Background: an optimization exercise with open tools, aiming at small area, a short achievable clock period and few clock cycles. Do not read the settings as production practice. Only simulation tests tie the RTL to the original design; equivalence was not proved. Power is estimated from default activity; no workload was simulated.

File: flow/config.mk
export PLATFORM = sky130hd
export DESIGN_NAME = interval_set_insert_merge_unit
export DESIGN_NICKNAME = interval_set_insert_merge_unit
export VERILOG_FILES = /design/flow/design.v
export SDC_FILE = /design/flow/constraint.sdc
export NUM_CORES = 4
export LEC_CHECK = 0
export CAP_MARGIN = 20
export CORE_MARGIN = 2
export CORE_UTILIZATION = 30
export PLACE_DENSITY = 0.45
export SLEW_MARGIN = 20
export SYNTH_MEMORY_MAX_BITS = 16384
File: flow/constraint.sdc
create_clock -name core_clock -period 12.0 [get_ports {clock}]
set_input_delay 2.4000 -clock core_clock [delete_from_list [all_inputs] [get_ports {clock}]]
set_output_delay 2.4000 -clock core_clock [all_outputs]
set_load 0.01 [all_outputs]
File: flow/design.v
package isim_pkg;
   localparam int DEF_NUM_RULES  = 16;
   localparam int DEF_MAX_RANGES = 16;
   localparam int BAR_BITS       = 12;
   localparam int IDX_IN_W       = 4;
   localparam int WEIGHT_W       = 16;
   localparam int HAND_W         = 2;
   localparam int STATUS_W       = 3;
   localparam int COUNT_OUT_W    = 5;
   typedef enum logic [STATUS_W-1:0] {
      ST_CREATED  = 3'd0,
      ST_MERGED   = 3'd1,
      ST_ORDER    = 3'd2,
      ST_MISMATCH = 3'd3,
      ST_FULL     = 3'd4
   } status_type;
   typedef enum logic [2:0] {
      S_IDLE,
      S_META,
      S_SCAN,
      S_CHECK,
      S_MOVE,
      S_PLACE
   } state_type;
   typedef struct packed {
      logic wr_en;
      logic rd_en;
   } ram_ctl_type;
   function automatic integer addr_bits(input integer depth);
      addr_bits = (depth > 1) ? $clog2(depth) : 1;
   endfunction
endpackage
module isim_ram
#(
   parameter int DEPTH = isim_pkg::DEF_NUM_RULES,
   parameter int WIDTH = 2 * isim_pkg::BAR_BITS,
   localparam int AW = isim_pkg::addr_bits(DEPTH)
) (
   input  logic             clock,
   input  isim_pkg::ram_ctl_type      ctl,
   input  logic [AW-1:0]    wr_addr,
   input  logic [WIDTH-1:0] wr_data,
   input  logic [AW-1:0]    rd_addr,
   output logic [WIDTH-1:0] rd_data
);
   logic [WIDTH-1:0] mem_ff [DEPTH];
   logic [WIDTH-1:0] rd_data_ff;
   always_ff @(posedge clock) begin
      if (ctl.wr_en) begin
         mem_ff[wr_addr] <= wr_data;
      end
      if (ctl.rd_en) begin
         rd_data_ff <= mem_ff[rd_addr];
      end
   end
   assign rd_data = rd_data_ff;
endmodule
module isim_seq
#(
   parameter int NUM_RULES  = isim_pkg::DEF_NUM_RULES,
   parameter int MAX_RANGES = isim_pkg::DEF_MAX_RANGES,
   localparam int IDX_W   = isim_pkg::addr_bits(NUM_RULES),
   localparam int CNT_W   = $clog2(MAX_RANGES + 1),
   localparam int META_W  = isim_pkg::WEIGHT_W + isim_pkg::HAND_W + CNT_W,
   localparam int RADDR_W = isim_pkg::addr_bits(NUM_RULES * MAX_RANGES),
   localparam int RANGE_W = 2 * isim_pkg::BAR_BITS
) (
   input  logic                   clock,
   input  logic                   reset,
   input  logic                   req_valid,
   output logic                   req_ready,
   input  logic [isim_pkg::IDX_IN_W-1:0]    req_rule_index,
   input  logic [isim_pkg::BAR_BITS-1:0]    req_start_bar,
   input  logic [isim_pkg::BAR_BITS-1:0]    req_end_bar,
   input  logic [isim_pkg::WEIGHT_W-1:0]    req_rule_weight,
   input  logic [isim_pkg::HAND_W-1:0]      req_hand_kind,
   output logic                   rsp_valid,
   input  logic                   rsp_ready,
   output logic [isim_pkg::STATUS_W-1:0]    rsp_status,
   output logic [isim_pkg::COUNT_OUT_W-1:0] rsp_range_count,
   output logic [isim_pkg::BAR_BITS-1:0]    rsp_merged_start,
   output logic [isim_pkg::BAR_BITS-1:0]    rsp_merged_end,
   output isim_pkg::ram_ctl_type            meta_ctl,
   output logic [IDX_W-1:0]       meta_wr_addr,
   output logic [IDX_W-1:0]       meta_rd_addr,
   output logic [META_W-1:0]      meta_wdata,
   input  logic [META_W-1:0]      meta_rdata,
   output isim_pkg::ram_ctl_type            range_ctl,
   output logic [RADDR_W-1:0]     range_wr_addr,
   output logic [RADDR_W-1:0]     range_rd_addr,
   output logic [RANGE_W-1:0]     range_wdata,
   input  logic [RANGE_W-1:0]     range_rdata
);
   logic [IDX_W+isim_pkg::IDX_IN_W-1:0] req_idx_ext;
   logic                      req_fire;
   logic                      out_free;
   isim_pkg::state_type               state_ff, state_in;
   logic [IDX_W-1:0]        idx_ff, idx_in;
   logic                    in_range_ff, in_range_in;
   logic [isim_pkg::BAR_BITS-1:0]     s_ff, s_in, e_ff, e_in;
   logic [isim_pkg::WEIGHT_W-1:0]     w_ff, w_in;
   logic [isim_pkg::HAND_W-1:0]       h_ff, h_in;
   logic [CNT_W-1:0]        cnt_ff, cnt_in;
   logic [CNT_W-1:0]        k_ff, k_in;
   logic [CNT_W-1:0]        p_ff, p_in;
   logic [CNT_W-1:0]        ptr_ff, ptr_in;
   logic [CNT_W-1:0]        src_ff, src_in;
   logic                    rd_vld_ff, rd_vld_in;
   logic [NUM_RULES-1:0]    valid_ff, valid_in;
   logic                    rsp_valid_ff, rsp_valid_in;
   isim_pkg::status_type              rsp_status_ff, rsp_status_in;
   logic [CNT_W-1:0]        rsp_count_ff, rsp_count_in;
   logic [isim_pkg::BAR_BITS-1:0]     rsp_start_ff, rsp_start_in;
   logic [isim_pkg::BAR_BITS-1:0]     rsp_end_ff, rsp_end_in;
   logic                    rule_vld;
   logic                    param_diff;
   logic [isim_pkg::WEIGHT_W-1:0]     meta_w;
   logic [isim_pkg::HAND_W-1:0]       meta_h;
   logic [CNT_W-1:0]        meta_cnt;
   logic [CNT_W-1:0]        cur_cnt;
   logic [CNT_W-1:0]        new_cnt;
   logic [isim_pkg::BAR_BITS-1:0]     rd_s, rd_e;
   logic                    rd_ovl;
   logic                    move_dn;
   logic                    list_full;
   logic                    issue;
   logic                    emit, emit_go;
   logic                    set_valid;
   isim_pkg::status_type              emit_status;
   logic [CNT_W-1:0]        emit_cnt;
   logic [isim_pkg::BAR_BITS-1:0]     emit_s, emit_e;
   logic [CNT_W-1:0]        rd_slot, wr_slot;
   logic [RADDR_W-1:0]      rule_base;
   assign req_ready   = (state_ff == isim_pkg::S_IDLE);
   assign req_fire    = req_valid && req_ready;
   assign out_free    = !rsp_valid_ff || rsp_ready;
   assign req_idx_ext = (IDX_W + isim_pkg::IDX_IN_W)'(req_rule_index);
   assign meta_w     = meta_rdata[META_W-1 -: isim_pkg::WEIGHT_W];
   assign meta_h     = meta_rdata[CNT_W +: isim_pkg::HAND_W];
   assign meta_cnt   = meta_rdata[CNT_W-1:0];
   assign rule_vld   = valid_ff[idx_ff];
   assign cur_cnt    = rule_vld ? meta_cnt : '0;
   assign param_diff = (meta_w != w_ff) || (meta_h != h_ff);
   assign new_cnt    = cnt_ff - k_ff + CNT_W'(1);
   assign rd_s    = range_rdata[RANGE_W-1 -: isim_pkg::BAR_BITS];
   assign rd_e    = range_rdata[isim_pkg::BAR_BITS-1:0];
   assign rd_ovl  = (rd_e >= s_ff) && (rd_s <= e_ff);
   assign move_dn   = (k_ff == '0);
   assign list_full = move_dn && (cnt_ff == CNT_W'(MAX_RANGES));
   assign rule_base     = RADDR_W'(idx_ff) * RADDR_W'(MAX_RANGES);
   assign range_rd_addr = rule_base + RADDR_W'(rd_slot);
   assign range_wr_addr = rule_base + RADDR_W'(wr_slot);
   assign meta_rd_addr  = req_idx_ext[IDX_W-1:0];
   assign meta_wr_addr  = idx_ff;
   always_comb begin
      state_in = state_ff;
      case (state_ff)
         isim_pkg::S_IDLE: begin
            if (req_fire) state_in = isim_pkg::S_META;
         end
         isim_pkg::S_META: begin
            if (!emit) state_in = isim_pkg::S_SCAN;
            else if (out_free) state_in = isim_pkg::S_IDLE;
         end
         isim_pkg::S_SCAN: begin
            if (!issue) state_in = isim_pkg::S_CHECK;
         end
         isim_pkg::S_CHECK: begin
            if (!emit) state_in = isim_pkg::S_MOVE;
            else if (out_free) state_in = isim_pkg::S_IDLE;
         end
         isim_pkg::S_MOVE: begin
            if (!issue) state_in = isim_pkg::S_PLACE;
         end
         isim_pkg::S_PLACE: begin
            if (out_free) state_in = isim_pkg::S_IDLE;
         end
         default: state_in = isim_pkg::S_IDLE;
      endcase
   end
   always_comb begin
      emit        = 1'b0;
      emit_status = isim_pkg::ST_MERGED;
      emit_cnt    = '0;
      emit_s      = '0;
      emit_e      = '0;
      issue       = 1'b0;
      rd_slot     = ptr_ff;
      wr_slot     = '0;
      meta_ctl    = '0;
      range_ctl   = '0;
      meta_wdata  = {w_ff, h_ff, new_cnt};
      range_wdata = {s_ff, e_ff};
      set_valid   = 1'b0;
      case (state_ff)
         isim_pkg::S_IDLE: begin
            meta_ctl.rd_en = req_fire;
         end
         isim_pkg::S_META: begin
            if (!in_range_ff) begin
               emit        = 1'b1;
               emit_status = isim_pkg::ST_MISMATCH;
            end else if (s_ff > e_ff) begin
               emit        = 1'b1;
               emit_status = isim_pkg::ST_ORDER;
               emit_cnt    = cur_cnt;
            end else if (!rule_vld) begin
               emit            = 1'b1;
               emit_status     = isim_pkg::ST_CREATED;
               emit_cnt        = CNT_W'(1);
               emit_s          = s_ff;
               emit_e          = e_ff;
               meta_wdata      = {w_ff, h_ff, CNT_W'(1)};
               meta_ctl.wr_en  = out_free;
               range_ctl.wr_en = out_free;
               set_valid       = out_free;
            end else if (param_diff) begin
               emit        = 1'b1;
               emit_status = isim_pkg::ST_MISMATCH;
               emit_cnt    = cur_cnt;
            end
         end
         isim_pkg::S_SCAN: begin
            issue           = (ptr_ff != cnt_ff);
            range_ctl.rd_en = issue;
         end
         isim_pkg::S_CHECK: begin
            if (list_full) begin
               emit        = 1'b1;
               emit_status = isim_pkg::ST_FULL;
               emit_cnt    = cnt_ff;
            end
         end
         isim_pkg::S_MOVE: begin
            issue           = move_dn ? (ptr_ff != p_ff) : (ptr_ff != cnt_ff);
            rd_slot         = move_dn ? (ptr_ff - CNT_W'(1)) : ptr_ff;
            range_ctl.rd_en = issue;
            range_ctl.wr_en = rd_vld_ff;
            range_wdata     = range_rdata;
            wr_slot         = src_ff + CNT_W'(1) - k_ff;
         end
         isim_pkg::S_PLACE: begin
            emit            = 1'b1;
            emit_status     = isim_pkg::ST_MERGED;
            emit_cnt        = new_cnt;
            emit_s          = s_ff;
            emit_e          = e_ff;
            wr_slot         = p_ff;
            meta_ctl.wr_en  = out_free;
            range_ctl.wr_en = out_free;
         end
         default: ;
      endcase
      emit_go = emit && out_free;
   end
   always_comb begin
      idx_in      = idx_ff;
      in_range_in = in_range_ff;
      s_in        = s_ff;
      e_in        = e_ff;
      w_in        = w_ff;
      h_in        = h_ff;
      cnt_in      = cnt_ff;
      k_in        = k_ff;
      p_in        = p_ff;
      ptr_in      = ptr_ff;
      src_in      = rd_slot;
      rd_vld_in   = issue;
      valid_in    = valid_ff;
      if (set_valid) valid_in[idx_ff] = 1'b1;
      case (state_ff)
         isim_pkg::S_IDLE: begin
            if (req_fire) begin
               idx_in      = req_idx_ext[IDX_W-1:0];
               in_range_in = (int'(req_rule_index) < NUM_RULES);
               s_in        = req_start_bar;
               e_in        = req_end_bar;
               w_in        = req_rule_weight;
               h_in        = req_hand_kind;
            end
         end
         isim_pkg::S_META: begin
            cnt_in = meta_cnt;
            ptr_in = '0;
            k_in   = '0;
            p_in   = '0;
         end
         isim_pkg::S_SCAN: begin
            if (issue) ptr_in = ptr_ff + CNT_W'(1);
            if (rd_vld_ff) begin
               if (rd_ovl) begin
                  if (rd_s < s_ff) s_in = rd_s;
                  if (rd_e > e_ff) e_in = rd_e;
                  k_in = k_ff + CNT_W'(1);
               end else if (rd_e < s_ff) begin
                  p_in = p_ff + CNT_W'(1);
               end
            end
         end
         isim_pkg::S_CHECK: begin
            ptr_in = move_dn ? cnt_ff : (p_ff + k_ff);
         end
         isim_pkg::S_MOVE: begin
            if (issue) ptr_in = move_dn ? (ptr_ff - CNT_W'(1)) : (ptr_ff + CNT_W'(1));
         end
         default: ;
      endcase
   end
   always_comb begin
      rsp_valid_in  = rsp_valid_ff;
      rsp_status_in = rsp_status_ff;
      rsp_count_in  = rsp_count_ff;
      rsp_start_in  = rsp_start_ff;
      rsp_end_in    = rsp_end_ff;
      if (emit_go) begin
         rsp_valid_in  = 1'b1;
         rsp_status_in = emit_status;
         rsp_count_in  = emit_cnt;
         rsp_start_in  = emit_s;
         rsp_end_in    = emit_e;
      end else if (rsp_ready) begin
         rsp_valid_in = 1'b0;
      end
   end
   always_ff @(posedge clock) begin
      if (reset) begin
         state_ff     <= isim_pkg::S_IDLE;
         rd_vld_ff    <= 1'b0;
         valid_ff     <= '0;
         rsp_valid_ff <= 1'b0;
      end else begin
         state_ff     <= state_in;
         rd_vld_ff    <= rd_vld_in;
         valid_ff     <= valid_in;
         rsp_valid_ff <= rsp_valid_in;
      end
   end
   always_ff @(posedge clock) begin
      idx_ff        <= idx_in;
      in_range_ff   <= in_range_in;
      s_ff          <= s_in;
      e_ff          <= e_in;
      w_ff          <= w_in;
      h_ff          <= h_in;
      cnt_ff        <= cnt_in;
      k_ff          <= k_in;
      p_ff          <= p_in;
      ptr_ff        <= ptr_in;
      src_ff        <= src_in;
      rsp_status_ff <= rsp_status_in;
      rsp_count_ff  <= rsp_count_in;
      rsp_start_ff  <= rsp_start_in;
      rsp_end_ff    <= rsp_end_in;
   end
   assign rsp_valid        = rsp_valid_ff;
   assign rsp_status       = rsp_status_ff;
   assign rsp_range_count  = isim_pkg::COUNT_OUT_W'(rsp_count_ff);
   assign rsp_merged_start = rsp_start_ff;
   assign rsp_merged_end   = rsp_end_ff;
endmodule
module interval_set_insert_merge_unit
#(
   parameter int NUM_RULES  = isim_pkg::DEF_NUM_RULES,
   parameter int MAX_RANGES = isim_pkg::DEF_MAX_RANGES
) (
   input  logic                   clock,
   input  logic                   reset,
   input  logic                   req_valid,
   output logic                   req_ready,
   input  logic [isim_pkg::IDX_IN_W-1:0]    req_rule_index,
   input  logic [isim_pkg::BAR_BITS-1:0]    req_start_bar,
   input  logic [isim_pkg::BAR_BITS-1:0]    req_end_bar,
   input  logic [isim_pkg::WEIGHT_W-1:0]    req_rule_weight,
   input  logic [isim_pkg::HAND_W-1:0]      req_hand_kind,
   output logic                   rsp_valid,
   input  logic                   rsp_ready,
   output logic [isim_pkg::STATUS_W-1:0]    rsp_status,
   output logic [isim_pkg::COUNT_OUT_W-1:0] rsp_range_count,
   output logic [isim_pkg::BAR_BITS-1:0]    rsp_merged_start,
   output logic [isim_pkg::BAR_BITS-1:0]    rsp_merged_end
);
   localparam int IDX_W   = isim_pkg::addr_bits(NUM_RULES);
   localparam int CNT_W   = $clog2(MAX_RANGES + 1);
   localparam int META_W  = isim_pkg::WEIGHT_W + isim_pkg::HAND_W + CNT_W;
   localparam int RDEPTH  = NUM_RULES * MAX_RANGES;
   localparam int RADDR_W = isim_pkg::addr_bits(RDEPTH);
   localparam int RANGE_W = 2 * isim_pkg::BAR_BITS;
   isim_pkg::ram_ctl_type          meta_ctl;
   logic [IDX_W-1:0]     meta_wr_addr, meta_rd_addr;
   logic [META_W-1:0]    meta_wdata, meta_rdata;
   isim_pkg::ram_ctl_type          range_ctl;
   logic [RADDR_W-1:0]   range_wr_addr, range_rd_addr;
   logic [RANGE_W-1:0]   range_wdata, range_rdata;
   isim_seq #(
      .NUM_RULES  (NUM_RULES),
      .MAX_RANGES (MAX_RANGES)
   ) u_seq (
      .clock            (clock),
      .reset            (reset),
      .req_valid        (req_valid),
      .req_ready        (req_ready),
      .req_rule_index   (req_rule_index),
      .req_start_bar    (req_start_bar),
      .req_end_bar      (req_end_bar),
      .req_rule_weight  (req_rule_weight),
      .req_hand_kind    (req_hand_kind),
      .rsp_valid        (rsp_valid),
      .rsp_ready        (rsp_ready),
      .rsp_status       (rsp_status),
      .rsp_range_count  (rsp_range_count),
      .rsp_merged_start (rsp_merged_start),
      .rsp_merged_end   (rsp_merged_end),
      .meta_ctl         (meta_ctl),
      .meta_wr_addr     (meta_wr_addr),
      .meta_rd_addr     (meta_rd_addr),
      .meta_wdata       (meta_wdata),
      .meta_rdata       (meta_rdata),
      .range_ctl        (range_ctl),
      .range_wr_addr    (range_wr_addr),
      .range_rd_addr    (range_rd_addr),
      .range_wdata      (range_wdata),
      .range_rdata      (range_rdata)
   );
   isim_ram #(
      .DEPTH (NUM_RULES),
      .WIDTH (META_W)
   ) u_meta_ram (
      .clock   (clock),
      .ctl     (meta_ctl),
      .wr_addr (meta_wr_addr),
      .wr_data (meta_wdata),
      .rd_addr (meta_rd_addr),
      .rd_data (meta_rdata)
   );
   isim_ram #(
      .DEPTH (RDEPTH),
      .WIDTH (RANGE_W)
   ) u_range_ram (
      .clock   (clock),
      .ctl     (range_ctl),
      .wr_addr (range_wr_addr),
      .wr_data (range_wdata),
      .rd_addr (range_rd_addr),
      .rd_data (range_rdata)
   );
endmodule
File: flow/run.sh
#!/bin/bash
# synth_recipe.tcl (not shown) runs the flow's synth.tcl, then flattens the netlist and writes it again
# the make line also repeats each setting of config.mk as NAME=value (left out here)
make -C /OpenROAD-flow-scripts/flow DESIGN_CONFIG=/design/flow/config.mk WORK_HOME=/design/flow/orfs CLKGATE_MAP_FILE= SYNTH_SCRIPT=/design/flow/synth_recipe.tcl finish
==> results.ini <==
[run_status]
status = finished clean

[clock_tree]
cts_hold_buf = 0
clkSlewWorstSetupHoldPaths_ns = 0.06
htree_levels = 6
ctsLongestPathBuffers = 4
ctsResizeCount = 0
clock_latency_ns = 1.18
cts_buffers = 732
post_cts_buffers = 0
cts-root-buf = clkbuf_16
cts.sinks = 6683
cts_tree = yes

[grt]
grt_first_pass_wirelength_mm = 1300
grt_usage = 0.204
first_global_vias = 154211
grt_max_degree = 167
grt_antenna_before_repair = 73
globalRoute.totalOverflow = 0

[min_path]
hold_class = reg -> reg

[route]
vias = 162782
wirelength_mm = 944
dr.first_iter.drc_count = 19915
wire_per_inst_um = 30.8
drc_errors = 0
ant_nets = 0
drt_pass1_iterations = 6
post_drt_via_cell_ratio = 5.31

[logic_synthesis]
synthArstFlopShare = 0
ys_ff_latch = 6683
syn_area_per_cell_um2 = 14.6
yosysWarnings = 3
synth_top_area_cell = edfxtp_1
synth_area_mm2 = 0.264
synth.distinct_cells = 85
synth_edf_count = 6657
syn_nets = 18210
syn_inst = 18065
netlist.area_leader.share = 0.758
synthTopCellsByArea = edfxtp_1, nand2_1, mux2i_1, a21oi_1, o22ai_1
yosysSeqAreaShare = 0.760
synth-main-ff-cell = edfxtp_1

[power]
p_per_area_mw_per_mm2 = 252
worst_ir_drop_vdd_v = 0.000205
p_leak_nw = 101
total_power_mw = 77.2

[die]
num_rows = 344
initial_utilization = 0.301
die_width_um = 942
die_h_um = 942
num_io_pins = 84
core_area_mm2 = 0.877
dieArea_mm2 = 0.887

[worst_setup_path]
start_kind = flip-flop
cp_max_fo = 26
critPathRequiredTime_ns = 12.94
critPathArrivalTime_ns = 9.19
crit_top_cell = buf_4
crit_path_cell_trace = inv_1 > ha_1 > or4b_1 > buf_4 > nor2_4 > buf_4 > nand2_1 > xnor2_1 > ha_4 > buf_4 > nand2_2 > buf_4 > nor3_2 > buf_4 > o21ai_0 > nor4_1 > a2111oi_2 > nand4_1 > nor3_1
slowest_delay_ns = 1.20
crit_path_end_kind = flip-flop
cpMaxStageDelayCell = nand4_1
critPathKind = reg -> reg

[timing]
hold_slack_ns = 0.469
layout_setup_ws_ns = 3.74
rsz0062_at_grt = no
fmax_mhz = 121
fin_crit_ns = 8.26
slew_headroom = 0.143
setup_viol = 0
finalCritPeriodShare = 0.688
finalHoldViolCount = 0
worst_slew_pin_slew_ns = 1.29
drv_slew = 0
skew_ns = 0.0748

[final_layout]
layout.nets = 18595
area_delta_synth_final_pct = 16.2
drive_gt1_frac = 0.127
nFillCells = 83629
seqCellArea_mm2 = 0.200
multiInputGateArea_mm2 = 0.0612

[placed_design]
dpl_worst_slack_ns = 4.02
place.gp.congestion = 0.861
numPortBuffers = 83
hpwl_mm = 551

[flow_run]
maxCapViolCount = 0

==> layout make-up <==
cell class                 count  share of cell area
clock inverter               405              0.0105
multi-input combinational  10149               0.200
timing repair buffer         829              0.0250
inverter                      55            0.000792
tap                        11591              0.0473
antenna                       25            0.000204
clock buffer                 924              0.0627
sequential                  6683               0.654
==> state kept, by name, indices dropped and copies added, names as in the netlist, 12 cells and up <==
register                flops
u_seq.e_ff                 12
u_seq.rsp_start_ff         12
u_range_ram.rd_data_ff     24
u_seq.rsp_end_ff           12
u_meta_ram.rd_data_ff      23
u_seq.w_ff                 16
u_seq.s_ff                 12
u_range_ram.mem_ff       6144
u_meta_ram.mem_ff         368
u_seq.valid_ff             16
==> layout by cell type (no fill, tap or decap), types with 29 or more instances in the layout <==
cell             count
edfxtp_1          6657
nand2_1           3860
a21oi_1           1396
mux2i_1           1046
clkbuf_16          740
o22ai_1            686
buf_4              652
nor4_1             351
nand3_1            335
o21ai_0            303
nor3_1             244
clkbuf_1           183
clkinv_1           173
nor2_4             155
a31oi_1            151
clkinv_2           144
mux4_2             139
and3_1             132
nor2_1             126
nor2_2             126
a32oi_1             97
ha_1                89
nand4_1             88
clkdlybuf4s50_1     79
buf_12              77
a211oi_1            70
a311oi_1            61
nor4_2              56
inv_1               48
a21o_1              48
nor3_2              48
o211ai_1            45
o41ai_1             39
xnor2_1             36
or4_1               32
bufinv_16           29
==> worst max-delay path: cells and delay by family (launching register included) <==
kind            cells  cell delay (ns)
simple gates        8             3.17
xor+xnor            1             0.38
compound gates      2             1.07
flops               1             0.53
buf+inv             6             2.15
fa+ha+maj           2             0.60
==> final timing paths <==
check                    startpoint                    endpoint  slack (ns)  cells past startpoint
setup / recovery      u_seq.k_ff[1]  u_range_ram.rd_data_ff[19]        3.74                     19
hold / removal    u_seq.valid_ff[8]           u_seq.valid_ff[8]        0.47                      2
setup reg to reg      u_seq.k_ff[1]  u_range_ram.rd_data_ff[19]        3.74                     19
hold reg to reg   u_seq.valid_ff[8]           u_seq.valid_ff[8]        0.47                      2
==> through the flow <==
stage               instance area, µm²   util  std cells   TNS, ns
floorplan                       264000      -      18065  -7705.45
global placement                283000  0.323      29261         0
detailed placement              284000  0.324      29305         0
CTS                             306000  0.349      30634         0
global route                    306000  0.350      30637         0
finish                          307000  0.350      30661         0
==> per-layer routing <==
layer  track usage  routed length [µm]  vias to the layer above
met5             0                 175                        -
met4        0.0605               31600                       26
met2         0.320              428000                     6321
li1              -                   -                    69813
met1         0.294              416000                    85398
met3        0.0327               67400                     1224
==> synthesized netlist by cell type (19+ instances only) <==
library cell,instances
and3_1,132
nor2b_1,21
edfxtp_1,6657
a32oi_1,97
xnor2_1,37
ha_1,92
buf_1,176
nand4_1,88
mux2i_1,1046
o211ai_1,45
nor3_1,291
o41ai_1,43
a2111oi_0,30
clkbuf_1,586
o22ai_1,690
a221oi_1,23
o311ai_0,19
buf_2,402
a21o_1,48
a211oi_1,70
o21ai_0,332
nor2_1,405
a311oi_1,61
mux2_2,19
or4_1,32
a21oi_1,1400
nand2_1,3867
inv_1,51
mux4_2,139
a31oi_1,151
nand3_1,356
dfxtp_1,26
nor4_1,413
a31o_2,22
==> report_power, final <==
part           leakage (nW)  switching (mW)  internal, mW
sequential             60.1           0.377          29.2
combinational          29.4            20.0          6.03
clock                  11.0            9.56          12.0
total                   101            30.0          47.2
==> kinds of logic (layout without fill, tap and decap cells) <==
| family | Yosys count | count (layout) | synth area share |
|---|---|---|---|
| AO/OA/AOI/OAI | 3118 | 3118 | 0.0701 |
| XOR/XNOR | 53 | 53 | 0.00176 |
| adder cells (fa/ha/maj) | 95 | 95 | 0.00459 |
| buffers and inverters | 1233 | 2213 | 0.0197 |
| flip-flops | 6683 | 6683 | 0.760 |
| multiplexers | 1204 | 1204 | 0.0524 |
| other | 0 | 25 | 0 |
| AND/OR/NAND/NOR | 5679 | 5679 | 0.0917 |
Testbench counts, summed over its fixed seeds: cycles 90,766.

[port drivers added, routing unchanged]
The flow's constraints put no driver on any port. The routed layout listed below was extracted and timed again, unchanged, in two steps.
Step 1 assumes that a clkbuf_16 drives the clock port and a buf_2 every other input.
Step 2 adds t to the input delays and takes it off the output delays; t is the mean of the earliest and latest rising clock arrival at the registers after step 1. Input paths then give back, and output paths get back, about the clock's delay inside the block.
Slacks: ideal / step 1 / step 2; pairs: ideal / step 1.
shift t [ns]: 1.292
setup WS [ns]: 3.745 / 3.745 / 3.745
clock arrival spread, ns: 0.079 / 0.079
worst data-port slew with drivers (ns): 0.09
After both steps this run still meets setup and hold. The setup slack of this run moves by 0.000 ns with the drivers and by 0.000 ns with both steps.
